This design comes from an exercise in tuning for small area, a short achievable clock period and few clock cycles per item on the open sky130 flow, not from production work. Function was checked by simulation only, so behaviour that the tests miss may differ from the original.

==> flow/design.v (outline; a module is shown in full before it is edited, if it fits) <==
// module fmul_pipe: 291 lines
// module fmul_mul24: 1077 lines
// module fmul_add48: 321 lines
module fmul_pipe (
    input  logic        clk,
    input  logic        rst,
    input  logic        in_valid,
    output logic        in_ready,
    input  logic [31:0] in_a,
    input  logic [31:0] in_b,
    input  logic [1:0]  in_rm,
    input  logic [3:0]  in_tag,
    output logic        out_valid,
    input  logic        out_ready,
    output logic [31:0] out_res,
    output logic [4:0]  out_flags,
    output logic [3:0]  out_tag
);
  // ...
==> flow/flow/run.sh <==
#!/bin/bash
# Own layout flow: the standard ORFS flow (standard.sh, unchanged synthesis), with
#  - after synthesis, flow/polarity.py moves inverters off full-adder inputs where that
#    removes inverters (a full adder is self-dual); registers are not touched;
#  - the ports buffered by a plain buffer instead of ORFS's default pick, a delay buffer;
#  - clock tree synthesis without dummy loads;
set -euo pipefail
cd "$(dirname "$0")/.."
MARGIN=$(cat flow/margin.txt)
export BUFFER_PORTS_ARGS="-buffer_cell sky130_fd_sc_hd__buf_2"
export SETUP_SLACK_MARGIN=$MARGIN
# Clock tree: larger sink clusters than the default, without dummy loads.
export CTS_ARGS="-sink_clustering_enable -sink_clustering_size 25 -sink_clustering_max_diameter 150 -repair_clock_nets -dont_use_dummy_load"
RES="$PWD/orfs/results/sky130hd/fmul_pipe/base"
bash standard.sh "$RES/1_2_yosys.v" > flow_synth.log 2>&1
cp "$RES/1_2_yosys.v" 1_2_yosys.orig.v
python3 flow/polarity.py 1_2_yosys.orig.v "$RES/1_2_yosys.v" > flow_polarity.log 2>&1
bash standard.sh SETUP_SLACK_MARGIN=$MARGIN finish > flow_make.log 2>&1
==> flow/flow/margin.txt <==
27.8
==> flow/flow/polarity.py <==
#!/usr/bin/env python3
"""Remove inverters around full adders in a mapped sky130 netlist.

A full adder is self-dual: FA(~a, ~b, ~c) = (~SUM, ~COUT). Each adder may be flipped:
its inputs then take the complements and its outputs carry the complements. Inverters
are contracted into parities on the connections; a search over the flips lowers the
number of signals that need an inverter, and the netlist is rebuilt with one inverter
per such signal. Registers and all other cells are untouched; the function is unchanged.

usage: polarity.py IN.v OUT.v
"""
import re, sys, random
from collections import defaultdict

INVT = re.compile(r'sky130_fd_sc_hd__(clk)?inv(lp)?_\d+$')
INV = 'sky130_fd_sc_hd__inv_1'
FAT = re.compile(r'sky130_fd_sc_hd__fa_\d+$')
inst_re = re.compile(r'^\s*(sky130_fd_sc_hd__\w+)\s+(\S+)\s*\((.*?)\);\s*$', re.S | re.M)
pin_re = re.compile(r'\.(\w+)\(\s*((?:\\\S+\s)|[^()]*?)\s*\)')
OUTP = {'X', 'Y', 'Q', 'Q_N', 'SUM', 'COUT', 'HI', 'LO'}

def main(src, dst):
    text = open(src).read()
    end = text.rindex('endmodule')
    insts, spans = [], []
    for mm in inst_re.finditer(text):
        pins = [[p, n.strip()] for p, n in pin_re.findall(mm.group(3))]
        insts.append({'type': mm.group(1), 'name': mm.group(2), 'pins': pins})
        spans.append((mm.start(), mm.end()))
    outs = set(re.findall(r'^\s*output\s+(?:\[[^\]]*\]\s*)?(\S+?);', text, re.M))
    def is_port(n):
        return n.split('[')[0].lstrip('\\').strip() in outs
    driver = {}
    for i, c in enumerate(insts):
        for k, (p, n) in enumerate(c['pins']):
            if p in OUTP:
                driver[n] = i
    isinv = [bool(INVT.match(c['type'])) for c in insts]
    isfa = [bool(FAT.match(c['type'])) for c in insts]
    def pin(c, p):
        return next(n for q, n in c['pins'] if q == p)
    # resolve a net through inverter chains: (root net, parity)
    def resolve(n):
        par = 0
        seen = 0
        while n in driver and isinv[driver[n]] and seen < 50:
            n = pin(insts[driver[n]], 'A'); par ^= 1; seen += 1
        return n, par
    # which inverters can go: those whose output feeds only contractible loads (not ports)
    # Every non-inverter input pin is a load on its resolved root with a parity.
    loads = defaultdict(list)   # root -> list of [inst, pinidx, parity]
    keep_inv = set()
    for i, c in enumerate(insts):
        if isinv[i]:
            y = pin(c, 'Y')
            if is_port(y):
                keep_inv.add(i)
            continue
        for k, (p, n) in enumerate(c['pins']):
            if p in OUTP or "'" in n:
                continue
            r, par = resolve(n)
            loads[r].append([i, k, par])
    # inverters kept (driving ports) keep their input as a load too
    for i in keep_inv:
        c = insts[i]
        r, par = resolve(pin(c, 'A'))
        loads[r].append([i, 0, par])
    fas = [i for i in range(len(insts)) if isfa[i] and all("'" not in n for _, n in insts[i]['pins'])]
    fidx = {i: j for j, i in enumerate(fas)}
    flip = [0] * len(fas)
    # signals touching each FA
    touch = defaultdict(set)
    for r, ls in loads.items():
        d = driver.get(r)
        if d is not None and d in fidx:
            touch[d].add(r)
        for (i, k, par) in ls:
            if i in fidx:
                touch[i].add(r)
    def f_of(i):
        j = fidx.get(i)
        return flip[j] if j is not None else 0
    def cost_sig(r):
        d = driver.get(r)
        fd = f_of(d) if d is not None else 0
        need = 0
        for (i, k, par) in loads[r]:
            if par ^ f_of(i) ^ fd:
                need = 1
                break
        return need
    total = sum(cost_sig(r) for r in loads)
    start = total
    best, bestflip = total, list(flip)
    rng = random.Random(1)
    T = 1.0
    steps = 200 * len(fas)
    for s in range(steps):
        j = rng.randrange(len(fas)); i = fas[j]
        sig = touch[i]
        before = sum(cost_sig(r) for r in sig)
        flip[j] ^= 1
        after = sum(cost_sig(r) for r in sig)
        d = after - before
        if d <= 0 or rng.random() < pow(2.718, -d / T):
            total += d
            if total < best:
                best, bestflip = total, list(flip)
        else:
            flip[j] ^= 1
        T = max(0.05, 1.0 * (1 - s / steps))
    flip[:] = bestflip
    # rebuild: every non-kept inverter goes; one inverter per signal that needs one
    invnet = {}
    newinst = []
    cnt = [0]
    def inv_of(r):
        if r not in invnet:
            cnt[0] += 1
            y = f'_pol{cnt[0]}_'
            invnet[r] = y
            newinst.append({'type': INV, 'name': f'_polinv{cnt[0]}_', 'pins': [['A', r], ['Y', y]]})
        return invnet[r]
    alive = [not isinv[i] or i in keep_inv for i in range(len(insts))]
    for r, ls in loads.items():
        d = driver.get(r)
        fd = f_of(d) if d is not None else 0
        for (i, k, par) in ls:
            need = par ^ f_of(i) ^ fd
            insts[i]['pins'][k][1] = inv_of(r) if need else r
    # flipped adders: nothing else to change (their pins now read the right parity,
    # and their outputs are read with the parity folded in above)
    out = []
    pos = 0
    for (s_, e), c, a in zip(spans, insts, alive):
        out.append(text[pos:s_]); pos = e
        if a:
            out.append(fmt(c))
    out.append(text[pos:end])
    for c in newinst:
        out.append('\n' + fmt(c))
    out.append('\n' + text[end:])
    res = ''.join(out)
    hdr_end = res.index(');', res.index('module')) + 2
    decl = ''.join(f'  wire {c["pins"][1][1]};\n' for c in newinst)
    res = res[:hdr_end] + '\n' + decl + res[hdr_end:]
    open(dst, 'w').write(res)
    ninv0 = sum(isinv)
    ninv1 = sum(1 for i in range(len(insts)) if isinv[i] and alive[i]) + len(newinst)
    sys.stderr.write(f'polarity: signals needing an inverter {start} -> {best}; inverters {ninv0} -> {ninv1}\n')

def fmt(c):
    body = ',\n'.join(f'    .{p}({n}{" " if n.startswith(chr(92)) and not n.endswith(" ") else ""})' for p, n in c['pins'])
    return f"  {c['type']} {c['name']} (\n{body}\n  );"

if __name__ == '__main__':
    main(sys.argv[1], sys.argv[2])
==> flow/standard.sh <==
#!/bin/bash
# synth_recipe.tcl (not shown) runs the flow's synth.tcl, then flattens the netlist and writes it again
# the make line also repeats each setting of config.mk as NAME=value (left out here)
make -C /OpenROAD-flow-scripts/flow DESIGN_CONFIG=/design/flow/config.mk WORK_HOME=/design/flow/orfs CLKGATE_MAP_FILE= SYNTH_SCRIPT=/design/flow/synth_recipe.tcl "${@:-finish}"
==> flow/config.mk <==
export PLATFORM = sky130hd
export DESIGN_NAME = fmul_pipe
export DESIGN_NICKNAME = fmul_pipe
export VERILOG_FILES = /design/flow/design.v
export SDC_FILE = /design/flow/constraint.sdc
export NUM_CORES = 4
export LEC_CHECK = 0
export ABC_AREA = 1
export CAP_MARGIN = 20
export CORE_MARGIN = 2
export CORE_UTILIZATION = 60
export SLEW_MARGIN = 20
==> flow/constraint.sdc <==
create_clock -name core_clock -period 36.0 [get_ports {clk}]
set_input_delay 7.2000 -clock core_clock [delete_from_list [all_inputs] [get_ports {clk}]]
set_output_delay 7.2000 -clock core_clock [all_outputs]
set_load 0.01 [all_outputs]
==> reports/results.tsv, run 1 <==
stage	metric	value	unit
clocking	worst skew pair latency	500	ps
global_route	GRT overflow	0	
worst_hold_path	min-delay worst type	reg2reg	
die	n_taps	539	
die	initial core utilization	60.6	%
placement	placed instance count	3378	
critical_path	Worst Path Arrival	1080	ps
routing	drt total wl	83000	um
die	Die H	209	um
final_layout	multi-input combinational cell area	0.0174	mm2
routing	Remaining DRCs	0	
clocking	cts hold-fix bufs	0	
clocking	clk sink count	213	
die	Die Area	0.0438	mm2
timing	worst setup margin	27720	ps
clocking	Clk pin slew, worst setup/hold paths	110	ps
final_layout	CLK BUF	12	
critical_path	worst path required time	28800	ps
timing	fin crit share	23.0	%
global_route	GRT Overall Usage	37.2	%
routing	metal3 WL	7910	um
status	status	no timing/DRC/antenna violations	
critical_path	slowest stage delay, CP	420	ps
final_layout	multi-input gates	2116	
global_route	global-route track usage on met1	47.0	%
final_layout	Nets	3414	
Testbench counts, summed over its fixed seeds: cycles 32,024, items 32,000.
==> inputs of run 2 (changes only) <==
--- a/flow/flow/run.sh
+++ b/flow/flow/run.sh
@@ -2,12 +2,14 @@
 # Own layout flow: the standard ORFS flow (standard.sh, unchanged synthesis), with
 #  - after synthesis, flow/polarity.py moves inverters off full-adder inputs where that
 #    removes inverters (a full adder is self-dual); registers are not touched;
-#  - the ports buffered by a plain buffer instead of ORFS's default pick, a delay buffer;
+#  - the ports buffered by plain buffers instead of ORFS's default pick, a delay buffer:
+#    buf_1 on the inputs, buf_2 on the outputs (flow/outbuf.tcl);
 #  - clock tree synthesis without dummy loads;
 set -euo pipefail
 cd "$(dirname "$0")/.."
 MARGIN=$(cat flow/margin.txt)
-export BUFFER_PORTS_ARGS="-buffer_cell sky130_fd_sc_hd__buf_2"
+export PRE_GLOBAL_PLACE_TCL="$PWD/flow/outbuf.tcl"
+export BUFFER_PORTS_ARGS="-inputs -buffer_cell sky130_fd_sc_hd__buf_1"
 export SETUP_SLACK_MARGIN=$MARGIN
 # Clock tree: larger sink clusters than the default, without dummy loads.
 export CTS_ARGS="-sink_clustering_enable -sink_clustering_size 25 -sink_clustering_max_diameter 150 -repair_clock_nets -dont_use_dummy_load"
==> flow/flow/outbuf.tcl (new file) <==
# Sourced by ORFS's global_place.tcl (PRE_GLOBAL_PLACE_TCL) just before it buffers the
# ports: the outputs get a plain buffer here; the inputs get theirs from ORFS's own
# buffer_ports call right after (BUFFER_PORTS_ARGS).
buffer_ports -outputs -buffer_cell sky130_fd_sc_hd__buf_2
==> run 2 against run 1 <==
Net effect:
- cell area fell by 1.0%
- clock skew fell by 2.6 ps
- via count fell by 0.50%
- register-to-register slack improved by 80 ps
- routed wire length fell by 0.48%
- critical path type unchanged
==> reports/results.tsv, run 2 <==
stage	metric	value	unit	change
final_layout	ANT cells	0		
final_layout	commonest non-fill, non-tap cells in the layout	nand2_1 (432), inv_1 (324), xor2_1 (302)		
critical_path	Critical Path Stages	0		
clocking	clk sink count	213		unchanged
global_route	GRT Overall Usage	37.2	%	about the same
routing	Detailed Route Iter0 Violations	2453		
timing	setup clock skew after layout	29.3	ps	
critical_path	CP Class	reg2out		
routing	vias per inst	6.41		
clocking	CTS root buf	clkbuf_16		
flow_run	max cap viols	0		
routing	metal3 WL	8010	um	+1.3%
critical_path	Worst Path Max Fanout	1		
critical_path	CP endpoint kind	output pin		
clocking	CTS tree	yes		
timing	endpoints failing setup	0		
die	Die H	209	um	unchanged
critical_path	cells on worst reg2reg path	32		
yosys	syn nets	3377		
clocking	Clk pin slew, worst setup/hold paths	100	ps	about the same
final_layout	biggest regs	k_q (41), o_q (41), w8_q (33)		
yosys	Ys Warns	1		
timing	slew margin rel.	20.7	%	
clocking	# H-tree levels	1		
global_route	largest net degree at the start of global routing	82		
global_route	number of global-route vias before repair	21300		
die	num rows	75		
final_layout	Nets	3376		-1.1%
critical_path	worst path required time	28800	ps	about the same
final_layout	P&R area growth vs syn	5.92	%	
die	Top-Level Pins	117		
timing	worst slew pin tran	1190	ps	
timing	crit path time final	8150	ps	
clocking	Clock Tree Buf Depth	3		
routing	Met2 Routed Length	38400	um	
placement	IO buf count	116		
routing	Via Count	21800		
die	Die Area	0.0438	mm2	unchanged
critical_path	RR Startpoint	b0_q[3]$_DFFE_PN_		
routing	Pre-antenna DRT Iters	7		
routing	Metal-1 WL	30600	um	
die	core area	0.0418	mm2	
routing	top routing layer used	met5		
critical_path	worst r2r dst	w8_q[1]$_DFFE_PN_		
final_layout	Final Cell Area	0.0268	mm2	
placement	Post-DP Area	0.0259	mm2	
die	initial core utilization	60.6	%	unchanged
placement	RePlAce Congestion	0.920		
critical_path	Setup crit start	o_q[15]$_DFFE_PN_		
routing	wire length per cell	24.3	um	
clocking	CTS buffer count	12		
die	DIE WIDTH	209	um	
yosys	Syn Inst Count	2862		
global_route	initial antenna violation count	1		
critical_path	flop-to-flop setup slack	28190	ps	
final_layout	commonest non-fill, non-tap cell in the layout	nand2_1		
placement	dpl hpwl	58900	um	
critical_path	Worst Path Arrival	950	ps	-130 ps
global_route	GRT overflow	0		unchanged
yosys	synthesized area per cell	8.84	um2	
timing	final hold vios	0		
final_layout	share of cells above drive strength 1	6.16	%	
timing	Max Fclk	123	MHz	
timing	final hold slack	436	ps	
timing	fin crit share	22.6	%	-0.35 points
worst_hold_path	min-delay worst type	reg2reg		
routing	post-route ant nets	0		
final_layout	fillers	3518		
critical_path	Startpoint Class	register		
clocking	worst skew pair latency	490	ps	about the same
global_route	global-route wire length before repair	124000	um	
routing	drt total wl	82600	um	-0.48%
timing	Setup TNS	0	ps	
critical_path	Setup crit end	out_res[6]		
yosys	area of the mapped netlist	0.0253	mm2	
timing	Max Transition Viols Final	0		
routing	Remaining DRCs	0		unchanged
status	status	no timing/DRC/antenna violations		
timing	RSZ-0062 raised after global routing	true		
[run 2: cell count changes in the layout (fill, tap and decap cells not counted), moves of 3 or more]
| cell | change |
|---|---|
| buf_4 | +7 |
| buf_2 | -116 |
| o21ai_1 | -3 |
| buf_1 | +73 |
| buf_8 | -3 |
| clkinvlp_4 | -4 |
[run 2: stage by stage]
stage / utilization [%] / instances / setup slack, ps
after global routing: 64.2 / 3398 / 27770
after global placement: 62.1 / 3339 / 27240
final: 64.2 / 3398 / 27850
after detailed placement: 62.1 / 3339 / 27190
after CTS: 63.0 / 3359 / 27800
after floorplan: - / 2862 / 27730
[run 2: layout make-up]
class                   count  area, um2  share of cell area, %
multi-input cells        2116      17400                   64.9
repair buffers            170       1080                   4.02
clock buffers              12        300                   1.12
inverters                 340       1330                   4.96
well taps                 539        674                   2.52
flip-flops and latches    213       5960                   22.2
repair inverters            8       57.6                  0.215
[run 2: how the worst min path moves through the flow]
stage | depth (start not counted) | to | from
2_1_floorplan | 0 | rm1_q[0]$_DFFE_PN_ | rm0_q[0]$_DFFE_PN_
3_3_place_gp | 0 | tag1_q[3]$_DFFE_PN_ | tag0_q[3]$_DFFE_PN_
3_5_place_dp | 0 | tag1_q[3]$_DFFE_PN_ | tag0_q[3]$_DFFE_PN_
4_1_cts | 0 | tag1_q[3]$_DFFE_PN_ | tag0_q[3]$_DFFE_PN_
5_1_grt | 0 | tag1_q[1]$_DFFE_PN_ | tag0_q[1]$_DFFE_PN_
6_report | 0 | tag1_q[2]$_DFFE_PN_ | tag0_q[2]$_DFFE_PN_
[run 2: layer usage]
| metal | GRT usage, % | vias up |
|---|---|---|
| met3 | 6.19 | 379 |
| met2 | 61.0 | 1395 |
| met5 | 0 | - |
| met1 | 48.0 | 10500 |
| li1 | - | 9548 |
| met4 | 18.7 | 2 |
[run 2: what timing repair did]
action,4_1_cts,5_1_grt
pin swaps,0,2
endpoints found under the setup margin,33,59
endpoints found under the hold margin,0,0
setup buffers,6,32
gates resized for setup,9,53
gates cloned,2,6
hold buffers,0,0
[run 2: worst register-to-register path: cells and delay by family (launching register included)]
family	cells	cell delay, ps
AO/OA/AOI/OAI	8	1350
XOR/XNOR	3	520
AND/OR/NAND/NOR	9	910
adder cells (fa/ha/maj)	7	3370
buffers and inverters	5	990
flip-flops	1	420
==> inputs of run 3 (changes only) <==
==> flow/flow/run.sh (replaced) <==
#!/bin/bash
# Own layout flow: the standard ORFS flow (standard.sh, unchanged synthesis), with
#  - after synthesis, flow/polarity.py moves inverters off full-adder inputs where that
#    removes inverters (a full adder is self-dual; an XOR and an XNOR swap freely);
#    registers are not touched;
#  - the ports buffered by plain buffers instead of ORFS's default pick, a delay buffer:
#    buf_2, and then buf_1 on the inputs (flow/inbuf.tcl);
#  - clock tree synthesis without dummy loads;
set -euo pipefail
cd "$(dirname "$0")/.."
MARGIN=$(cat flow/margin.txt)
export BUFFER_PORTS_ARGS="-buffer_cell sky130_fd_sc_hd__buf_2"
export PRE_RESIZE_TCL="$PWD/flow/inbuf.tcl"
export SETUP_SLACK_MARGIN=$MARGIN
# Clock tree: larger sink clusters than the default, without dummy loads.
export CTS_ARGS="-sink_clustering_enable -sink_clustering_size 25 -sink_clustering_max_diameter 150 -repair_clock_nets -dont_use_dummy_load"
RES="$PWD/orfs/results/sky130hd/fmul_pipe/base"
bash standard.sh "$RES/1_2_yosys.v" > flow_synth.log 2>&1
cp "$RES/1_2_yosys.v" 1_2_yosys.orig.v
python3 flow/polarity.py 1_2_yosys.orig.v "$RES/1_2_yosys.v" > flow_polarity.log 2>&1
bash standard.sh SETUP_SLACK_MARGIN=$MARGIN finish > flow_make.log 2>&1
==> flow/flow/inbuf.tcl (new file) <==
# Sourced by ORFS's resize.tcl (PRE_RESIZE_TCL), after the ports were buffered with
# buf_2: an input port's buffer only drives the net into the design, so it becomes a
# buf_1; repair_design and the timing repair that follow size it up where needed.
set buf1 [[ord::get_db] findMaster sky130_fd_sc_hd__buf_1]
set block [ord::get_db_block]
foreach bterm [$block getBTerms] {
  if { [$bterm getIoType] ne "INPUT" } { continue }
  set net [$bterm getNet]
  if { $net eq "NULL" || [$net getSigType] eq "CLOCK" } { continue }
  foreach iterm [$net getITerms] {
    set inst [$iterm getInst]
    if { [[$inst getMaster] getName] eq "sky130_fd_sc_hd__buf_2" } {
      $inst swapMaster $buf1
    }
  }
}
--- a/flow/flow/polarity.py
+++ b/flow/flow/polarity.py
@@ -2,7 +2,8 @@
 """Remove inverters around full adders in a mapped sky130 netlist.
 
 A full adder is self-dual: FA(~a, ~b, ~c) = (~SUM, ~COUT). Each adder may be flipped:
-its inputs then take the complements and its outputs carry the complements. Inverters
+its inputs then take the complements and its outputs carry the complements. A two-input
+XOR may likewise become an XNOR of the same size, which complements its output. Inverters
 are contracted into parities on the connections; a search over the flips lowers the
 number of signals that need an inverter, and the netlist is rebuilt with one inverter
 per such signal. Registers and all other cells are untouched; the function is unchanged.
@@ -15,6 +16,11 @@
 INVT = re.compile(r'sky130_fd_sc_hd__(clk)?inv(lp)?_\d+$')
 INV = 'sky130_fd_sc_hd__inv_1'
 FAT = re.compile(r'sky130_fd_sc_hd__fa_\d+$')
+# two-input XOR and XNOR of the same size swap freely: either gives the other's output inverted
+XSWAP = {'sky130_fd_sc_hd__xor2_1': ('sky130_fd_sc_hd__xnor2_1', 'X', 'Y'),
+         'sky130_fd_sc_hd__xnor2_1': ('sky130_fd_sc_hd__xor2_1', 'Y', 'X'),
+         'sky130_fd_sc_hd__xor2_2': ('sky130_fd_sc_hd__xnor2_2', 'X', 'Y'),
+         'sky130_fd_sc_hd__xnor2_2': ('sky130_fd_sc_hd__xor2_2', 'Y', 'X')}
 inst_re = re.compile(r'^\s*(sky130_fd_sc_hd__\w+)\s+(\S+)\s*\((.*?)\);\s*$', re.S | re.M)
 pin_re = re.compile(r'\.(\w+)\(\s*((?:\\\S+\s)|[^()]*?)\s*\)')
 OUTP = {'X', 'Y', 'Q', 'Q_N', 'SUM', 'COUT', 'HI', 'LO'}
@@ -67,6 +73,10 @@
         r, par = resolve(pin(c, 'A'))
         loads[r].append([i, 0, par])
     fas = [i for i in range(len(insts)) if isfa[i] and all("'" not in n for _, n in insts[i]['pins'])]
+    isx = [c['type'] in XSWAP for c in insts]
+    fas += [i for i in range(len(insts)) if isx[i]]
+    # never flip a cell that drives a port
+    fas = [i for i in fas if not any(p in OUTP and is_port(n) for p, n in insts[i]['pins'])]
     fidx = {i: j for j, i in enumerate(fas)}
     flip = [0] * len(fas)
     # signals touching each FA
@@ -76,17 +86,20 @@
         if d is not None and d in fidx:
             touch[d].add(r)
         for (i, k, par) in ls:
-            if i in fidx:
+            if i in fidx and not isx[i]:
                 touch[i].add(r)
     def f_of(i):
         j = fidx.get(i)
         return flip[j] if j is not None else 0
+    def f_load(i):
+        # a flipped XOR keeps its inputs; only a flipped adder wants complemented inputs
+        return 0 if isx[i] else f_of(i)
     def cost_sig(r):
         d = driver.get(r)
         fd = f_of(d) if d is not None else 0
         need = 0
         for (i, k, par) in loads[r]:
-            if par ^ f_of(i) ^ fd:
+            if par ^ f_load(i) ^ fd:
                 need = 1
                 break
         return need
@@ -95,7 +108,7 @@
     best, bestflip = total, list(flip)
     rng = random.Random(1)
     T = 1.0
-    steps = 200 * len(fas)
+    steps = 300 * len(fas)
     for s in range(steps):
         j = rng.randrange(len(fas)); i = fas[j]
         sig = touch[i]
@@ -127,8 +140,15 @@
         d = driver.get(r)
         fd = f_of(d) if d is not None else 0
         for (i, k, par) in ls:
-            need = par ^ f_of(i) ^ fd
+            need = par ^ f_load(i) ^ fd
             insts[i]['pins'][k][1] = inv_of(r) if need else r
+    for i in range(len(insts)):
+        if isx[i] and f_of(i):
+            nt, po, pn = XSWAP[insts[i]['type']]
+            insts[i]['type'] = nt
+            for e in insts[i]['pins']:
+                if e[0] == po:
+                    e[0] = pn
     # flipped adders: nothing else to change (their pins now read the right parity,
     # and their outputs are read with the parity folded in above)
     out = []
removed: flow/flow/outbuf.tcl
==> run 3 against run 2 <==
Net effect:
- non-clock buffer count is 34 higher
- final cell count is 0.79% lower
- clock skew is 8.6 ps lower
- worst setup slack worse by 200 ps
- register-to-register slack worse by 60 ps
- die area is 0.75% lower
- critical path depth is 1 higher
- global-route usage is 0.40 points lower
==> reports/results.tsv, run 3 <==
stage	metric	value	unit	change
global_route	number of global-route vias before repair	21300		-0.23%
routing	wire length per cell	23.8	um	-2.3%
timing	setup clock skew after layout	20.7	ps	-8.58 ps
die	Die H	209	um	-0.38%
timing	Max Transition Viols Final	0		unchanged
clocking	worst skew pair latency	490	ps	about the same
die	initial core utilization	61.1	%	+0.48 points
timing	fin crit share	23.2	%	+0.57 points
yosys	Ys Warns	1		unchanged
critical_path	Worst Path Arrival	1160	ps	+210 ps
timing	Setup TNS	0	ps	unchanged
placement	RePlAce Congestion	0.963		+4.7%
critical_path	Startpoint Class	register		
yosys	Syn Inst Count	2810		-1.8%
global_route	GRT Overall Usage	36.8	%	-0.40 points
routing	post-route ant nets	0		unchanged
critical_path	CP Class	reg2out		
yosys	synthesized area per cell	8.94	um2	+1.1%
clocking	cts hold-fix bufs	0		unchanged
critical_path	Worst Path Max Fanout	1		unchanged
final_layout	P&R area growth vs syn	6.36	%	
critical_path	CP Cell Sequence	buf_2		
timing	worst slew pin tran	1190	ps	-0.906 ps
final_layout	biggest regs	k_q (41), o_q (41), w8_q (33)		
die	core area	0.0411	mm2	-1.6%
clocking	CTS buffer count	12		unchanged
routing	vias per inst	6.35		-1.0%
global_route	global-route wire length before repair	123000	um	-0.97%
timing	RSZ-0062 raised after global routing	true		
final_layout	commonest non-fill, non-tap cell in the layout	nand2_1		
critical_path	slowest stage cell, crit path	edfxtp_1		
critical_path	CP top delay family	flip-flops		
timing	Max Fclk	120	MHz	-2.4%
final_layout	fin util	65.0	%	+0.78 points
routing	Remaining DRCs	0		unchanged
global_route	initial antenna violation count	0		-1
clocking	Clock Tree Buf Depth	3		unchanged
critical_path	Buf+Inv Stages, Crit Path	1		
clocking	Clk pin slew, worst setup/hold paths	100	ps	about the same
clocking	clk sink count	213		unchanged
final_layout	share of cells above drive strength 1	6.90	%	+0.75 points
global_route	largest net degree at the start of global routing	91		+11%
routing	drt total wl	80100	um	-3.1%
worst_hold_path	min-delay worst type	reg2reg		
timing	slew margin rel.	20.8	%	+0.060 points
placement	IO buf count	116		unchanged
yosys	area of the mapped netlist	0.0251	mm2	-0.77%
status	status	no timing/DRC/antenna violations		
critical_path	CP endpoint kind	output pin		
die	Die Area	0.0435	mm2	-0.75%
final_layout	ANT cells	0		unchanged
global_route	met3 Track Usage GR	6.20	%	+0.0090 points
critical_path	cells on worst reg2reg path	34		+6.3%
global_route	M2 GR Usage	59.8	%	-1.2 points
global_route	global-route track usage on met1	48.4	%	+0.45 points
critical_path	slowest stage delay, CP	480	ps	
timing	final hold slack	426	ps	-9.83 ps
timing	endpoints failing setup	0		unchanged
yosys	syn nets	3325		-1.5%
timing	crit path time final	8360	ps	+204 ps
clocking	CTS root buf	clkbuf_16		
die	Top-Level Pins	117		unchanged
clocking	# H-tree levels	1		unchanged
die	num rows	74		-1.3%
timing	final hold vios	0		unchanged
routing	Via Count	21400		-1.8%
global_route	GRT overflow	0		unchanged
flow_run	max cap viols	0		unchanged
final_layout	commonest non-fill, non-tap cells in the layout	nand2_1 (431), o22ai_1 (298), fa_1 (292)		
final_layout	Nets	3356		-0.59%
die	DIE WIDTH	209	um	-0.38%
clocking	CTS tree	yes		
routing	Detailed Route Iter0 Violations	2411		-1.7%
worst_hold_path	Min-Delay Path Depth	0		unchanged
critical_path	Critical Path Stages	1		+1
placement	dpl hpwl	59600	um	+1.3%
critical_path	worst path required time	28800	ps	about the same
routing	Pre-antenna DRT Iters	6		-1
global_route	grt peak-use layer	met2		
run 3: metrics by stage:
step	setup slack [ps]	std cells	instance area, um2
after global routing	27620	3371	26700
after floorplan	27730	2810	25100
after detailed placement	26890	3324	25900
after CTS	27640	3342	26300
after global placement	27240	3324	26000
final	27640	3371	26700
run 3: final cells by class:
class	count	area, um2
tap	532	666
clock buffer	12	300
sequential	213	5960
timing repair buffer	204	1280
multi-input combinational	2116	17300
timing repair inverter	6	35.0
fill	3531	14400
inverter	288	1120
run 3: layer usage:
metal	up-vias	part of all wire, %
met5	-	0
li1	9525	-
met4	0	5.5
met3	274	8.6
met2	1193	46
met1	10400	40
run 3: timing repair:
action | 4_1_cts | 5_1_grt
pin swaps | 0 | 2
buffers inserted | 4 | 24
gates resized for setup | 13 | 38
setup endpoints to repair | 117 | 75
gates cloned | 2 | 5
run 3: path summary, 6_finish.rpt:
path / start / endpoint / slack [ps]
min in group asynchronous: rst / v0_q$_DFFE_PP0N_ / 6550
min reg2reg: tag0_q[1]$_DFFE_PN_ / tag1_q[1]$_DFFE_PN_ / 430
max: o_q[3]$_DFFE_PN_ / out_tag[3] / 27640
max in group asynchronous: rst / sv_q$_DFF_PP0_ / 29300
min: tag0_q[1]$_DFFE_PN_ / tag1_q[1]$_DFFE_PN_ / 430
max reg2reg: a0_q[27]$_DFFE_PN_ / w8_q[1]$_DFFE_PN_ / 28130
==> inputs of run 4 (changes only) <==
==> flow/flow/margin.txt (replaced) <==
27.75
--- a/flow/config.mk
+++ b/flow/config.mk
@@ -8,5 +8,5 @@
 export ABC_AREA = 1
 export CAP_MARGIN = 20
 export CORE_MARGIN = 2
-export CORE_UTILIZATION = 60
+export CORE_UTILIZATION = 65
 export SLEW_MARGIN = 20
==> run 4 against run 3 <==
Net effect:
- still clean
- count of clock-buffer cells in the layout is 1 higher
- via count is 1.1% higher
- worst hold slack worse by 6.5 ps
- cell area is 0.68% lower
- die area is 7.5% lower
- utilization is 5.1 points higher
- area after synthesis stayed put
- critical endpoint is now out_res[12]
==> reports/results.tsv, run 4 <==
stage	metric	value	unit	change
global_route	met3 Track Usage GR	8.72	%	+2.5 points
critical_path	RR Startpoint	b0_q[3]$_DFFE_PN_		
critical_path	Setup crit start	o_q[21]$_DFFE_PN_		
global_route	largest net degree at the start of global routing	101		+11%
final_layout	biggest regs	k_q (41), o_q (41), w8_q (33)		
placement	placed instance count	3296		-0.84%
die	initial core utilization	66.3	%	+5.3 points
clocking	Clock Tree Buf Depth	3		unchanged
routing	Detailed Route Iter0 Violations	2551		+5.8%
critical_path	CP Class	reg2out		
critical_path	Worst Path Max Fanout	1		unchanged
clocking	# H-tree levels	1		unchanged
routing	Remaining DRCs	0		unchanged
global_route	number of global-route vias before repair	21400		+0.71%
clocking	Clk pin slew, worst setup/hold paths	100	ps	about the same
yosys	syn nets	3325		unchanged
die	Die H	201	um	-3.8%
critical_path	worst path required time	28800	ps	about the same
yosys	synthesized area per cell	8.94	um2	unchanged
timing	final hold slack	420	ps	-6.52 ps
status	status	no timing/DRC/antenna violations		
critical_path	Buf+Inv Stages, Crit Path	1		unchanged
clocking	CTS buffer count	13		+1
global_route	initial antenna violation count	0		unchanged
timing	slew margin rel.	22.5	%	+1.7 points
flow_run	max cap viols	0		unchanged
timing	final hold vios	0		unchanged
critical_path	CP endpoint kind	output pin		
global_route	global-route wire length before repair	121000	um	-1.8%
routing	Via Count	21600		+1.1%
timing	crit path time final	8280	ps	-76.3 ps
routing	wire length per cell	23.5	um	-1.3%
critical_path	slowest stage cell, crit path	edfxtp_1		
final_layout	Final Cell Area	0.0265	mm2	-0.68%
critical_path	Startpoint Class	register		
yosys	Syn Inst Count	2810		unchanged
critical_path	CP top delay family	flip-flops		
worst_hold_path	min-delay worst type	reg2reg		
die	Top-Level Pins	117		unchanged
routing	vias per inst	6.48		+2.2%
final_layout	final non-filler cell total	3336		-1.0%
timing	setup clock skew after layout	65.3	ps	+44.5 ps
final_layout	commonest non-fill, non-tap cells in the layout	nand2_1 (432), o22ai_1 (299), fa_1 (291)		
timing	Max Transition Viols Final	0		unchanged
routing	post-route ant nets	0		unchanged
yosys	Ys Warns	1		unchanged
placement	IO buf count	116		unchanged
critical_path	Worst Path Arrival	1080	ps	-80 ps
clocking	CTS tree	yes		
global_route	global-route track usage on met1	49.1	%	+0.71 points
global_route	GRT Overall Usage	38.6	%	+1.8 points
placement	RePlAce Congestion	0.994		+3.2%
critical_path	slowest stage delay, CP	410	ps	-70 ps
global_route	grt peak-use layer	met2		
die	DIE WIDTH	201	um	-3.8%
clocking	clk sink count	213		unchanged
clocking	worst skew pair latency	510	ps	+20 ps
final_layout	Nets	3342		-0.42%
placement	dpl hpwl	58200	um	-2.4%
worst_hold_path	hold path start	tag0_q[2]$_DFFE_PN_		
timing	worst slew pin tran	1160	ps	-26.0 ps
die	core area	0.0378	mm2	-7.9%
final_layout	share of cells above drive strength 1	6.58	%	-0.32 points
global_route	M2 GR Usage	62.9	%	+3.1 points
global_route	GRT overflow	0		unchanged
timing	Max Fclk	121	MHz	+0.92%
timing	fin crit share	23.0	%	-0.21 points
die	num rows	71		-4.1%
final_layout	ANT cells	0		unchanged
routing	drt total wl	78200	um	-2.3%
placement	Post-DP Area	0.0259	mm2	-0.30%
final_layout	commonest non-fill, non-tap cell in the layout	nand2_1		
critical_path	CP Cell Sequence	buf_2		
clocking	CTS root buf	clkbuf_16		
yosys	area of the mapped netlist	0.0251	mm2	unchanged
timing	RSZ-0062 raised after global routing	true		
timing	endpoints failing setup	0		unchanged
die	Die Area	0.0402	mm2	-7.5%
timing	Setup TNS	0	ps	unchanged
routing	Pre-antenna DRT Iters	9		+3
final_layout	P&R area growth vs syn	5.64	%	
==> run 4: layout make-up <==
type	count	area, um2
Fill cell	3063	11300
Multi-Input combinational cell	2116	17400
Timing Repair inverter	5	30.0
Sequential cell	213	5960
Clock buffer	13	325
Timing Repair Buffer	190	1090
Tap cell	511	639
Inverter	288	1120
==> run 4: metrics by stage <==
stage | setup slack (ps) | utilization (%)
floorplan | 27730 | -
global placement | 27160 | 68.6
detailed placement | 26850 | 68.3
CTS | 27700 | 69.3
global route | 27690 | 70.1
finish | 27720 | 70.1
==> run 4: final timing paths <==
path	end	slack, ps	depth (start not counted)
max	out_res[12]	27720	1
min	tag1_q[2]$_DFFE_PN_	420	0
max reg2reg	w8_q[1]$_DFFE_PN_	27990	34
min reg2reg	tag1_q[2]$_DFFE_PN_	420	0
max in group asynchronous	v0_q$_DFFE_PP0N_	29320	2
min in group asynchronous	ov_q$_DFFE_PP0N_	6540	2
==> run 4: metal layers <==
metal,up-vias,share of wire (%)
met2,1418,47
met3,387,11
li1,9494,-
met1,10300,36
met5,-,0
met4,0,6.6
==> run 4: repair_timing <==
| item | in CTS | in global routing |
|---|---|---|
| resized for setup | 9 | 33 |
| pin swaps | 0 | 1 |
| setup buffers | 3 | 19 |
| hold buffers | 0 | 0 |
| cloned | 1 | 4 |
| endpoints found under the setup margin | 40 | 100 |
==> inputs of run 5 (changes only) <==
--- a/flow/flow/run.sh
+++ b/flow/flow/run.sh
@@ -4,12 +4,12 @@
 #    removes inverters (a full adder is self-dual; an XOR and an XNOR swap freely);
 #    registers are not touched;
 #  - the ports buffered by plain buffers instead of ORFS's default pick, a delay buffer:
-#    buf_2, and then buf_1 on the inputs (flow/inbuf.tcl);
+#    buf_4, and then buf_1 on the inputs (flow/inbuf.tcl);
 #  - clock tree synthesis without dummy loads;
 set -euo pipefail
 cd "$(dirname "$0")/.."
 MARGIN=$(cat flow/margin.txt)
-export BUFFER_PORTS_ARGS="-buffer_cell sky130_fd_sc_hd__buf_2"
+export BUFFER_PORTS_ARGS="-buffer_cell sky130_fd_sc_hd__buf_4"
 export PRE_RESIZE_TCL="$PWD/flow/inbuf.tcl"
 export SETUP_SLACK_MARGIN=$MARGIN
 # Clock tree: larger sink clusters than the default, without dummy loads.
==> flow/flow/inbuf.tcl (replaced) <==
# Sourced by ORFS's resize.tcl (PRE_RESIZE_TCL), after the ports were buffered with
# buf_4: an input port's buffer only drives the net into the design, so it becomes a
# buf_1; repair_design and the timing repair that follow size it up where needed.
set buf1 [[ord::get_db] findMaster sky130_fd_sc_hd__buf_1]
set block [ord::get_db_block]
foreach bterm [$block getBTerms] {
  if { [$bterm getIoType] ne "INPUT" } { continue }
  set net [$bterm getNet]
  if { $net eq "NULL" || [$net getSigType] eq "CLOCK" } { continue }
  foreach iterm [$net getITerms] {
    set inst [$iterm getInst]
    if { [[$inst getMaster] getName] eq "sky130_fd_sc_hd__buf_4" } {
      $inst swapMaster $buf1
    }
  }
}
==> flow/flow/margin.txt (replaced) <==
27.8
--- a/flow/config.mk
+++ b/flow/config.mk
@@ -8,5 +8,5 @@
 export ABC_AREA = 1
 export CAP_MARGIN = 20
 export CORE_MARGIN = 2
-export CORE_UTILIZATION = 65
+export CORE_UTILIZATION = 60
 export SLEW_MARGIN = 20
==> run 5 against run 4 <==
Net effect:
- largest cell class unchanged
- synthesized cell count stayed put
- fmax down 0.20%
- still clean on timing, DRC and antenna
- critical endpoint unchanged
- critical path type unchanged
- routed wire length increased by 1.2%
- final cell count rose by 0.84%
- first-iteration DRC count is 4.1% lower
==> reports/results.tsv, run 5 <==
stage	metric	value	unit	change
flow_run	max cap viols	0		unchanged
clocking	worst skew pair latency	520	ps	about the same
routing	Pre-antenna DRT Iters	6		-3
yosys	Syn Inst Count	2810		unchanged
timing	final hold slack	426	ps	+6.58 ps
routing	wire length per cell	23.5	um	+0.39%
clocking	Clk pin slew, worst setup/hold paths	100	ps	about the same
critical_path	slowest stage cell, crit path	edfxtp_1		
timing	crit path time final	8300	ps	+16.5 ps
placement	IO buf count	116		unchanged
clocking	CTS tree	yes		
yosys	Ys Warns	1		unchanged
worst_hold_path	Min-Delay Path Depth	0		unchanged
final_layout	Nets	3349		+0.21%
placement	RePlAce Congestion	0.971		-2.3%
critical_path	CP endpoint kind	output pin		
routing	top routing layer used	met4		
final_layout	commonest non-fill, non-tap cell in the layout	nand2_1		
critical_path	Startpoint Class	register		
yosys	synthesized area per cell	8.94	um2	unchanged
worst_hold_path	min-delay worst type	reg2reg		
critical_path	Critical Path Stages	1		unchanged
die	core area	0.0411	mm2	+8.6%
routing	vias per inst	6.35		-2.0%
critical_path	CP Cell Sequence	buf_6		
die	num rows	74		+4.2%
die	Die Area	0.0435	mm2	+8.2%
yosys	area of the mapped netlist	0.0251	mm2	unchanged
clocking	clk sink count	213		unchanged
global_route	initial antenna violation count	0		unchanged
timing	Setup TNS	0	ps	unchanged
global_route	GRT overflow	0		unchanged
clocking	CTS buffer count	13		unchanged
critical_path	cells on worst reg2reg path	33		-2.9%
timing	slew margin rel.	26.0	%	+3.5 points
timing	RSZ-0062 raised after global routing	true		
timing	endpoints failing setup	0		unchanged
routing	metal3 WL	7180	um	-13%
yosys	syn nets	3325		unchanged
routing	Remaining DRCs	0		unchanged
critical_path	CP top delay family	flip-flops		
timing	Max Fclk	121	MHz	-0.20%
critical_path	CP Class	reg2out		
final_layout	P&R area growth vs syn	6.99	%	
global_route	GRT Overall Usage	36.6	%	-2.0 points
die	initial core utilization	61.1	%	-5.3 points
status	status	no timing/DRC/antenna violations		
routing	drt total wl	79200	um	+1.2%
timing	final hold vios	0		unchanged
routing	Detailed Route Iter0 Violations	2446		-4.1%
critical_path	worst path required time	28800	ps	about the same
critical_path	slowest stage delay, CP	440	ps	+30 ps
routing	Metal-1 WL	30600	um	+7.6%
clocking	CTS root buf	clkbuf_16		
timing	worst slew pin tran	1110	ps	-52.3 ps
critical_path	Buf+Inv Stages, Crit Path	1		unchanged
timing	fin crit share	23.0	%	+0.046 points
die	DIE WIDTH	209	um	+4.0%
timing	setup clock skew after layout	66.3	ps	+1.04 ps
final_layout	commonest non-fill, non-tap cells in the layout	nand2_1 (431), o22ai_1 (298), fa_1 (291)		
clocking	# H-tree levels	1		unchanged
routing	post-route ant nets	0		unchanged
placement	dpl hpwl	58800	um	+1.1%
final_layout	fin util	65.3	%	-4.7 points
final_layout	share of cells above drive strength 1	7.03	%	+0.44 points
die	Top-Level Pins	117		unchanged
final_layout	ANT cells	0		unchanged
routing	Met2 Routed Length	36600	um	+0.33%
global_route	number of global-route vias before repair	21100		-1.3%
clocking	Clock Tree Buf Depth	3		unchanged
final_layout	biggest regs	k_q (41), o_q (41), w8_q (33)		
die	Die H	209	um	+4.0%
critical_path	Worst Path Arrival	1100	ps	+20 ps
critical_path	Worst Path Max Fanout	1		unchanged
global_route	largest net degree at the start of global routing	85		-16%
global_route	global-route wire length before repair	122000	um	+1.4%
timing	Max Transition Viols Final	0		unchanged
routing	Via Count	21400		-1.2%
## run 5: stage by stage
| step | worst slack (ps) | std cells | cell area [um2] |
|---|---|---|---|
| 2_1_floorplan | 27730 | 2810 | 25100 |
| 3_3_place_gp | 27050 | 3319 | 26300 |
| 3_5_place_dp | 26710 | 3319 | 26000 |
| 4_1_cts | 27690 | 3337 | 26500 |
| 5_1_grt | 27670 | 3364 | 26900 |
| 6_report | 27700 | 3364 | 26900 |
## run 5: layer usage
metal,GRT usage [%],vias to the layer above
met5,0,-
met4,17.4,0
met3,6.51,283
met2,58.8,1261
met1,48.3,10300
li1,-,9494
## run 5: final timing paths
path	start	end	slack (ps)
max	o_q[21]$_DFFE_PN_	out_res[12]	27700
min in group asynchronous	rst	v0_q$_DFFE_PP0N_	6530
max reg2reg	b0_q[3]$_DFFE_PN_	w8_q[1]$_DFFE_PN_	28140
min reg2reg	tag0_q[3]$_DFFE_PN_	tag1_q[3]$_DFFE_PN_	430
min	tag0_q[3]$_DFFE_PN_	tag1_q[3]$_DFFE_PN_	430
max in group asynchronous	rst	sv_q$_DFF_PP0_	29320
## run 5: area by class of cell
class	count	area (um2)
Tap cell	532	666
Sequential cell	213	5960
Fill cell	3452	14200
Timing Repair Buffer	194	1360
Clock buffer	13	325
Multi-Input combinational cell	2116	17400
Timing Repair inverter	8	47.5
Inverter	288	1130
## run 5: timing repair
item | in CTS | in global routing
pin swaps | 0 | 2
endpoints found under the setup margin | 118 | 75
resized for setup | 28 | 61
hold buffers | 0 | 0
gates cloned | 2 | 7
buffers inserted | 3 | 20
==> module fmul_pipe, before the edit <==
module fmul_pipe (
    input  logic        clk,
    input  logic        rst,
    input  logic        in_valid,
    output logic        in_ready,
    input  logic [31:0] in_a,
    input  logic [31:0] in_b,
    input  logic [1:0]  in_rm,
    input  logic [3:0]  in_tag,
    output logic        out_valid,
    input  logic        out_ready,
    output logic [31:0] out_res,
    output logic [4:0]  out_flags,
    output logic [3:0]  out_tag
);
    logic v0_q, v1_q, ov_q, sv_q, rdy_q;
    logic en, out_free;
    assign en       = ~sv_q;
    assign out_free = ~ov_q | out_ready;
    assign in_ready = rdy_q;
    logic [31:0] a0_q, b0_q;
    logic [1:0]  rm0_q;
    logic [3:0]  tag0_q;
    always_ff @(posedge clk) begin
        if (en) begin
            a0_q   <= in_a;
            b0_q   <= in_b;
            rm0_q  <= in_rm;
            tag0_q <= in_tag;
        end
    end
    function automatic logic [4:0] lzc24(input logic [23:0] v);
        logic [31:0] w;
        logic [15:0] v1;
        logic [15:0] c1;
        logic [7:0]  v2;
        logic [15:0] c2;
        logic [3:0]  v3;
        logic [11:0] c3;
        logic [1:0]  v4;
        logic [7:0]  c4;
        w = {v, 8'hFF};
        for (int i = 0; i < 16; i++) begin
            v1[i] = w[2*i+1] | w[2*i];
            c1[i] = ~w[2*i+1];
        end
        for (int i = 0; i < 8; i++) begin
            v2[i] = v1[2*i+1] | v1[2*i];
            c2[2*i +: 2] = v1[2*i+1] ? {1'b0, c1[2*i+1]} : {1'b1, c1[2*i]};
        end
        for (int i = 0; i < 4; i++) begin
            v3[i] = v2[2*i+1] | v2[2*i];
            c3[3*i +: 3] = v2[2*i+1] ? {1'b0, c2[2*(2*i+1) +: 2]} : {1'b1, c2[2*(2*i) +: 2]};
        end
        for (int i = 0; i < 2; i++) begin
            v4[i] = v3[2*i+1] | v3[2*i];
            c4[4*i +: 4] = v3[2*i+1] ? {1'b0, c3[3*(2*i+1) +: 3]} : {1'b1, c3[3*(2*i) +: 3]};
        end
        lzc24 = v4[1] ? {1'b0, c4[7:4]} : {1'b1, c4[3:0]};
    endfunction
    function automatic logic [4:0] tzc24(input logic [23:0] v);
        logic [23:0] r;
        for (int i = 0; i < 24; i++)
            r[i] = v[23-i];
        tzc24 = lzc24(r);
    endfunction
    function automatic logic [9:0] radd10(input logic [9:0] a, input logic [9:0] b,
                                          input logic ci);
        logic [9:0] s;
        logic c;
        c = ci;
        for (int i = 0; i < 10; i++) begin
            s[i] = a[i] ^ b[i] ^ c;
            c    = (a[i] & b[i]) | (c & (a[i] ^ b[i]));
        end
        radd10 = s;
    endfunction
    function automatic logic [9:0] rinc10(input logic [9:0] a, input logic ci);
        logic [9:0] s;
        logic c;
        c = ci;
        for (int i = 0; i < 10; i++) begin
            s[i] = a[i] ^ c;
            c    = a[i] & c;
        end
        rinc10 = s;
    endfunction
    function automatic logic [24:0] binc24(input logic [23:0] a, input logic ci);
        logic [24:0] s;
        logic [6:0]  bc;
        logic c;
        bc[0] = ci;
        for (int k = 0; k < 6; k++)
            bc[k+1] = bc[k] & (&a[4*k +: 4]);
        for (int k = 0; k < 6; k++) begin
            c = bc[k];
            for (int i = 4 * k; i < 4 * k + 4; i++) begin
                s[i] = a[i] ^ c;
                c    = a[i] & c;
            end
        end
        s[24] = bc[6];
        binc24 = s;
    endfunction
    function automatic logic [24:0] rinc24(input logic [23:0] a, input logic ci);
        logic [24:0] s;
        logic c;
        c = ci;
        for (int i = 0; i < 24; i++) begin
            s[i] = a[i] ^ c;
            c    = a[i] & c;
        end
        s[24] = c;
        rinc24 = s;
    endfunction
    logic        sa, sb;
    logic [7:0]  ea, eb;
    logic [22:0] fa, fb;
    logic        a_sub, b_sub, a_fz, b_fz, a_emax, b_emax;
    logic [1:0]  kind_d;
    logic [23:0] ma, mb;
    logic [47:0] pr0, pr1, prod;
    logic [4:0]  lzx;
    logic [9:0]  tzp;
    logic [9:0]  exs, thr, tt, ebase_d;
    logic [5:0]  t;
    logic        stx_d;
    logic [49:0] w32;
    logic [40:0] w16;
    logic [32:0] w8_d;
    always_comb begin
        {sa, ea, fa} = a0_q;
        {sb, eb, fb} = b0_q;
        a_sub  = (ea == 8'd0);
        b_sub  = (eb == 8'd0);
        a_fz   = (fa == 23'd0);
        b_fz   = (fb == 23'd0);
        a_emax = (ea == 8'hFF);
        b_emax = (eb == 8'hFF);
        if ((a_emax && !a_fz) || (b_emax && !b_fz) ||
            (a_emax && b_sub && b_fz) || (b_emax && a_sub && a_fz))
            kind_d = 2'd3;
        else if (a_emax || b_emax)
            kind_d = 2'd2;
        else if ((a_sub && a_fz) || (b_sub && b_fz))
            kind_d = 2'd1;
        else
            kind_d = 2'd0;
        ma = {~a_sub, fa};
        mb = {~b_sub, fb};
        lzx = a_sub ? lzc24(ma) : (b_sub ? lzc24(mb) : 5'd0);
        tzp = radd10({5'd0, tzc24(ma)}, {5'd0, tzc24(mb)}, 1'b0);
        exs = radd10({2'b00, a_sub ? 8'd1 : ea}, {2'b00, b_sub ? 8'd1 : eb}, 1'b0);
        ebase_d = radd10(exs, {5'b11111, ~lzx}, 1'b0);
        ebase_d = radd10(ebase_d, 10'h382, 1'b0);
        if (ebase_d[9]) begin
            tt    = radd10(10'd151, ~exs, 1'b1);
            t     = (|tt[9:6]) ? 6'd63 : tt[5:0];
            thr   = radd10(radd10(tzp, exs, 1'b0), 10'h36B, 1'b0);
        end else begin
            tt    = radd10(10'd24, {5'b11111, ~lzx}, 1'b1);
            t     = tt[5:0];
            thr   = radd10(radd10(tzp, {5'd0, lzx}, 1'b0), 10'h3EA, 1'b0);
        end
        stx_d = thr[9];
        w32  = t[5] ? {32'd0, prod[47:30]} : {prod, 2'b00};
        w16  = t[4] ? {7'd0, w32[49:16]} : w32[40:0];
        w8_d = t[3] ? w16[40:8] : w16[32:0];
    end
    fmul_mul24 u_mul (.a(ma), .b(mb), .r0(pr0), .r1(pr1));
    fmul_add48 u_add (.a(pr0), .b(pr1), .y(prod));
    logic [32:0] w8_q;
    logic [2:0]  t1_q;
    logic        stx1_q;
    logic signed [9:0] eb1_q;
    logic        s1_q;
    logic [1:0]  kind1_q, rm1_q;
    logic [3:0]  tag1_q;
    always_ff @(posedge clk) begin
        if (en) begin
            w8_q    <= w8_d;
            t1_q    <= t[2:0];
            stx1_q  <= stx_d;
            eb1_q   <= ebase_d;
            s1_q    <= sa ^ sb;
            kind1_q <= kind_d;
            rm1_q   <= rm0_q;
            tag1_q  <= tag0_q;
        end
    end
    logic [28:0] w4;
    logic [26:0] w2;
    logic [25:0] w;
    logic        nrm, tiny, g, st, inc, inexact, ovf, to_inf, cy;
    logic [23:0] mant;
    logic [24:0] mant_r;
    logic [9:0]  e_pre, e_pre1;
    logic [7:0]  e_out;
    logic [31:0] res_d;
    logic [4:0]  flags_d;
    always_comb begin
        w4 = t1_q[2] ? w8_q[32:4] : w8_q[28:0];
        w2 = t1_q[1] ? w4[28:2] : w4[26:0];
        w  = t1_q[0] ? w2[26:1] : w2[25:0];
        nrm  = !eb1_q[9] && (|eb1_q) && !w[25];
        tiny = eb1_q[9] || (!(|eb1_q) && !w[25]);
        if (nrm) begin
            mant = w[24:1];
            g    = w[0];
            st   = stx1_q;
        end else begin
            mant = w[25:2];
            g    = w[1];
            st   = w[0] | stx1_q;
        end
        case (rm1_q)
            2'd0:    inc = g & (st | mant[0]);
            2'd1:    inc = 1'b0;
            2'd2:    inc = ~s1_q & (g | st);
            default: inc = s1_q & (g | st);
        endcase
        mant_r  = binc24(mant, inc);
        inexact = g | st;
        cy      = mant_r[24];
        e_pre  = rinc10(eb1_q, w[25]);
        e_pre1 = rinc10(e_pre, 1'b1);
        if (tiny)
            e_out = {7'd0, mant_r[23]};
        else
            e_out = cy ? e_pre1[7:0] : e_pre[7:0];
        ovf    = !tiny && (e_pre[8] || (&e_pre[7:0]) || (cy && e_pre[7:0] == 8'hFE));
        to_inf = (rm1_q == 2'd0) || (rm1_q == 2'd2 && !s1_q) || (rm1_q == 2'd3 && s1_q);
        case (kind1_q)
            2'd3: begin
                res_d   = 32'h7FC00000;
                flags_d = 5'b00100;
            end
            2'd2: begin
                res_d   = {s1_q, 8'hFF, 23'd0};
                flags_d = 5'b00000;
            end
            2'd1: begin
                res_d   = {s1_q, 31'd0};
                flags_d = 5'b00001;
            end
            default: begin
                if (ovf) begin
                    res_d   = to_inf ? {s1_q, 8'hFF, 23'd0} : {s1_q, 8'hFE, 23'h7FFFFF};
                    flags_d = 5'b10010;
                end else begin
                    res_d   = {s1_q, e_out, mant_r[22:0]};
                    flags_d = {1'b0, tiny & inexact, 1'b0, inexact, e_out == 8'd0};
                end
            end
        endcase
    end
    logic [40:0] o_q, k_q;
    always_ff @(posedge clk) begin
        if (en)
            k_q <= {res_d, flags_d, tag1_q};
        if (out_free)
            o_q <= sv_q ? k_q : {res_d, flags_d, tag1_q};
    end
    always_ff @(posedge clk)
        rdy_q <= out_free | ~(sv_q | v1_q);
    always_ff @(posedge clk or posedge rst) begin
        if (rst) begin
            v0_q <= 1'b0;
            v1_q <= 1'b0;
            ov_q <= 1'b0;
            sv_q <= 1'b0;
        end else begin
            if (en) begin
                v0_q <= in_valid;
                v1_q <= v0_q;
            end
            if (sv_q) begin
                if (out_free) begin
                    ov_q <= 1'b1;
                    sv_q <= 1'b0;
                end
            end else if (out_free) begin
                ov_q <= v1_q;
            end else begin
                sv_q <= v1_q;
            end
        end
    end
    assign out_valid = ov_q;
    assign {out_res, out_flags, out_tag} = o_q;
endmodule
==> inputs of run 6 (changes only) <==
--- a/flow/design.v
+++ b/flow/design.v
@@ -153,16 +153,13 @@
         exs = radd10({2'b00, a_sub ? 8'd1 : ea}, {2'b00, b_sub ? 8'd1 : eb}, 1'b0);
         ebase_d = radd10(exs, {5'b11111, ~lzx}, 1'b0);
         ebase_d = radd10(ebase_d, 10'h382, 1'b0);
-        if (ebase_d[9]) begin
-            tt    = radd10(10'd151, ~exs, 1'b1);
-            t     = (|tt[9:6]) ? 6'd63 : tt[5:0];
-            thr   = radd10(radd10(tzp, exs, 1'b0), 10'h36B, 1'b0);
-        end else begin
-            tt    = radd10(10'd24, {5'b11111, ~lzx}, 1'b1);
-            t     = tt[5:0];
-            thr   = radd10(radd10(tzp, {5'd0, lzx}, 1'b0), 10'h3EA, 1'b0);
-        end
-        stx_d = thr[9];
+        if (ebase_d[9])
+            tt = radd10(10'd151, ~exs, 1'b1);                  
+        else
+            tt = radd10(10'd24, {5'b11111, ~lzx}, 1'b1);       
+        t = (|tt[9:6]) ? 6'd63 : tt[5:0];
+        thr   = radd10(radd10(tzp, {4'b1111, ~tt[5:0]}, 1'b1), 10'd2, 1'b0);
+        stx_d = (|tt[9:6]) | thr[9];
         w32  = t[5] ? {32'd0, prod[47:30]} : {prod, 2'b00};
         w16  = t[4] ? {7'd0, w32[49:16]} : w32[40:0];
         w8_d = t[3] ? w16[40:8] : w16[32:0];
--- a/flow/flow/run.sh
+++ b/flow/flow/run.sh
@@ -4,12 +4,12 @@
 #    removes inverters (a full adder is self-dual; an XOR and an XNOR swap freely);
 #    registers are not touched;
 #  - the ports buffered by plain buffers instead of ORFS's default pick, a delay buffer:
-#    buf_4, and then buf_1 on the inputs (flow/inbuf.tcl);
+#    buf_2, and then buf_1 on the inputs (flow/inbuf.tcl);
 #  - clock tree synthesis without dummy loads;
 set -euo pipefail
 cd "$(dirname "$0")/.."
 MARGIN=$(cat flow/margin.txt)
-export BUFFER_PORTS_ARGS="-buffer_cell sky130_fd_sc_hd__buf_4"
+export BUFFER_PORTS_ARGS="-buffer_cell sky130_fd_sc_hd__buf_2"
 export PRE_RESIZE_TCL="$PWD/flow/inbuf.tcl"
 export SETUP_SLACK_MARGIN=$MARGIN
 # Clock tree: larger sink clusters than the default, without dummy loads.
==> flow/flow/inbuf.tcl (replaced) <==
# Sourced by ORFS's resize.tcl (PRE_RESIZE_TCL), after the ports were buffered with
# buf_2: an input port's buffer only drives the net into the design, so it becomes a
# buf_1; repair_design and the timing repair that follow size it up where needed.
set buf1 [[ord::get_db] findMaster sky130_fd_sc_hd__buf_1]
set block [ord::get_db_block]
foreach bterm [$block getBTerms] {
  if { [$bterm getIoType] ne "INPUT" } { continue }
  set net [$bterm getNet]
  if { $net eq "NULL" || [$net getSigType] eq "CLOCK" } { continue }
  foreach iterm [$net getITerms] {
    set inst [$iterm getInst]
    if { [[$inst getMaster] getName] eq "sky130_fd_sc_hd__buf_2" } {
      $inst swapMaster $buf1
    }
  }
}
==> flow/flow/margin.txt (replaced) <==
27.75
--- a/flow/config.mk
+++ b/flow/config.mk
@@ -6,7 +6,7 @@
 export NUM_CORES = 4
 export LEC_CHECK = 0
 export ABC_AREA = 1
-export CAP_MARGIN = 20
+export CAP_MARGIN = 0
 export CORE_MARGIN = 2
-export CORE_UTILIZATION = 60
-export SLEW_MARGIN = 20
+export CORE_UTILIZATION = 65
+export SLEW_MARGIN = 0
==> run 6 against run 5 <==
Net effect:
- still clean on timing, DRC and antenna
- non-clock buffer count rose by 11
- first-iteration DRC count rose by 8.7%
- area after synthesis fell by 1.6%
- critical path depth did not move
- final cell count fell by 2.2%
- cell area fell by 1.5%
- global-route usage rose by 4.1 points
- critical path type unchanged
==> reports/results.tsv, run 6 <==
stage	metric	value	unit	change
status	status	no timing/DRC/antenna violations		
routing	Pre-antenna DRT Iters	6		unchanged
timing	worst slew pin tran	1260	ps	+151 ps
clocking	CTS tree	yes		
global_route	GRT overflow	0		unchanged
routing	Remaining DRCs	0		unchanged
final_layout	share of cells above drive strength 1	8.03	%	+1.0 points
final_layout	P&R area growth vs syn	7.02	%	about the same
placement	IO buf count	116		unchanged
critical_path	CP endpoint kind	output pin		
placement	RePlAce Congestion	0.991		+2.1%
final_layout	Nets	3286		-1.9%
global_route	GRT Overall Usage	40.7	%	+4.1 points
routing	post-route ant nets	0		unchanged
die	num rows	71		-4.1%
clocking	CTS buffer count	12		-1
global_route	number of global-route vias before repair	21300		+0.92%
routing	Detailed Route Iter0 Violations	2658		+8.7%
final_layout	fin util	70.4	%	+5.0 points
critical_path	worst path required time	28800	ps	about the same
timing	crit path time final	8280	ps	-15.1 ps
die	Die H	199	um	-4.6%
final_layout	commonest non-fill, non-tap cells in the layout	nand2_1 (366), o22ai_1 (284), fa_1 (279)		
yosys	Ys Warns	1		unchanged
routing	drt total wl	80900	um	+2.1%
clocking	worst skew pair latency	490	ps	-30 ps
timing	fin crit share	23.0	%	-0.042 points
placement	dpl hpwl	58300	um	-0.87%
die	initial core utilization	65.8	%	+4.7 points
critical_path	CP top delay family	flip-flops		
timing	setup clock skew after layout	26.8	ps	-39.5 ps
critical_path	Startpoint Class	register		
final_layout	commonest non-fill, non-tap cell in the layout	nand2_1		
timing	Setup TNS	0	ps	unchanged
routing	wire length per cell	24.6	um	+4.5%
critical_path	slowest stage delay, CP	430	ps	about the same
critical_path	Worst Path Arrival	1080	ps	-20 ps
critical_path	CP Cell Sequence	buf_2		
yosys	synthesized area per cell	9.03	um2	+1.0%
die	Die Area	0.0396	mm2	-9.0%
clocking	CTS root buf	clkbuf_16		
yosys	syn nets	3244		-2.4%
worst_hold_path	min-delay worst type	reg2reg		
timing	Max Transition Viols Final	0		unchanged
global_route	global-route wire length before repair	120000	um	-1.8%
global_route	initial antenna violation count	0		unchanged
final_layout	ANT cells	0		unchanged
timing	slew margin rel.	15.9	%	-10 points
yosys	area of the mapped netlist	0.0247	mm2	-1.6%
die	DIE WIDTH	199	um	-4.6%
timing	Max Fclk	121	MHz	+0.18%
die	core area	0.0376	mm2	-8.6%
final_layout	biggest regs	k_q (41), o_q (41), w8_q (33)		
flow_run	max cap viols	0		unchanged
critical_path	Worst Path Max Fanout	1		unchanged
clocking	Clk pin slew, worst setup/hold paths	100	ps	about the same
die	Top-Level Pins	117		unchanged
timing	final hold vios	0		unchanged
critical_path	slowest stage cell, crit path	edfxtp_1		
routing	vias per inst	6.58		+3.6%
clocking	# H-tree levels	1		unchanged
timing	RSZ-0062 raised after global routing	true		
timing	endpoints failing setup	0		unchanged
clocking	clk sink count	213		unchanged
yosys	Syn Inst Count	2738		-2.6%
global_route	largest net degree at the start of global routing	81		-4.7%
critical_path	CP Class	reg2out		
routing	Via Count	21600		+1.3%
clocking	Clock Tree Buf Depth	3		unchanged
critical_path	Buf+Inv Stages, Crit Path	1		unchanged
-- run 6: final timing paths --
check	start	end	slack (ps)	cells past startpoint
min reg2reg	rm0_q[1]$_DFFE_PN_	rm1_q[1]$_DFFE_PN_	430	0
max reg2reg	a0_q[28]$_DFFE_PN_	stx1_q$_DFFE_PN_	27910	28
min	rm0_q[1]$_DFFE_PN_	rm1_q[1]$_DFFE_PN_	430	0
max in group asynchronous	rst	ov_q$_DFFE_PP0N_	29310	2
min in group asynchronous	rst	sv_q$_DFF_PP0_	6540	2
max	o_q[25]$_DFFE_PN_	out_res[16]	27720	1
-- run 6: area by class of cell --
cell class / count / area, um2
clock buffer: 12 / 300
inverter: 273 / 1090
tap: 511 / 639
multi-input combinational: 2067 / 17100
sequential: 213 / 5960
timing repair inverter: 8 / 50.0
fill: 3002 / 11100
timing repair buffer: 205 / 1300
-- run 6: timing repair --
| action | CTS | global route |
|---|---|---|
| endpoints found under the setup margin | 29 | 93 |
| gates resized for setup | 19 | 65 |
| buffers inserted | 12 | 15 |
| pin swaps | 1 | 8 |
| gates cloned | 3 | 8 |
| hold buffers | 0 | 0 |
-- run 6: metrics by stage --
step / setup slack (ps) / cell area [um2] / cells / hold slack, ps
after floorplan: 27730 / 24700 / 2738 / 400
after global placement: 27300 / 25600 / 3239 / 402
after detailed placement: 27200 / 25500 / 3239 / 405
after CTS: 27700 / 26000 / 3266 / 426
after global routing: 27670 / 26400 / 3289 / 433
final: 27720 / 26400 / 3289 / 426
-- run 6: metal layers --
metal / part of all wire, % / global-route usage, % / vias up
met5: 0 / 0 / -
li1: - / - / 9338
met4: 6.7 / 22.5 / 0
met3: 12 / 11.5 / 414
met2: 45 / 63.5 / 1570
met1: 36 / 51.4 / 10300
Testbench counts of run 6, summed over its fixed seeds: cycles 32,024, items 32,000.

==> separate check: timing with driven ports <==
In the flow no input, the clock included, has a driving cell. The finished layouts below were timed again as built, in two steps. Step 1 (the two cells are an assumption about what drives the block):
set clk [get_ports {clk}]
set_driving_cell -lib_cell sky130_fd_sc_hd__clkbuf_16 $clk
set_driving_cell -lib_cell sky130_fd_sc_hd__buf_2 [delete_from_list [all_inputs] $clk]
Step 2 times the ports against the registers' clock, not the clock port: input delays grow and output delays shrink by t, the midpoint of the rising clock arrivals with the driver on. Three values: no drivers, after step 1, after step 2; two values: the first two.
run | shift t [ns] | slack for setup (ns) | pins driven straight from the clock port
run 1 | 0.543 | 27.721 / 27.662 / 27.596 | 1
run 2 | 0.536 | 27.847 / 27.791 / 27.674 | 1
run 3 | 0.540 | 27.643 / 27.585 / 27.530 | 1
run 4 | 0.531 | 27.719 / 27.665 / 27.578 | 1
run 5 | 0.539 | 27.703 / 27.646 / 27.532 | 1
run 6 | 0.540 | 27.718 / 27.657 / 27.634 | 1
After both steps every run listed still meets setup and hold. The setup slack of run 2, which loses most, moves by -0.056 ns with the drivers and by -0.173 ns with both steps.
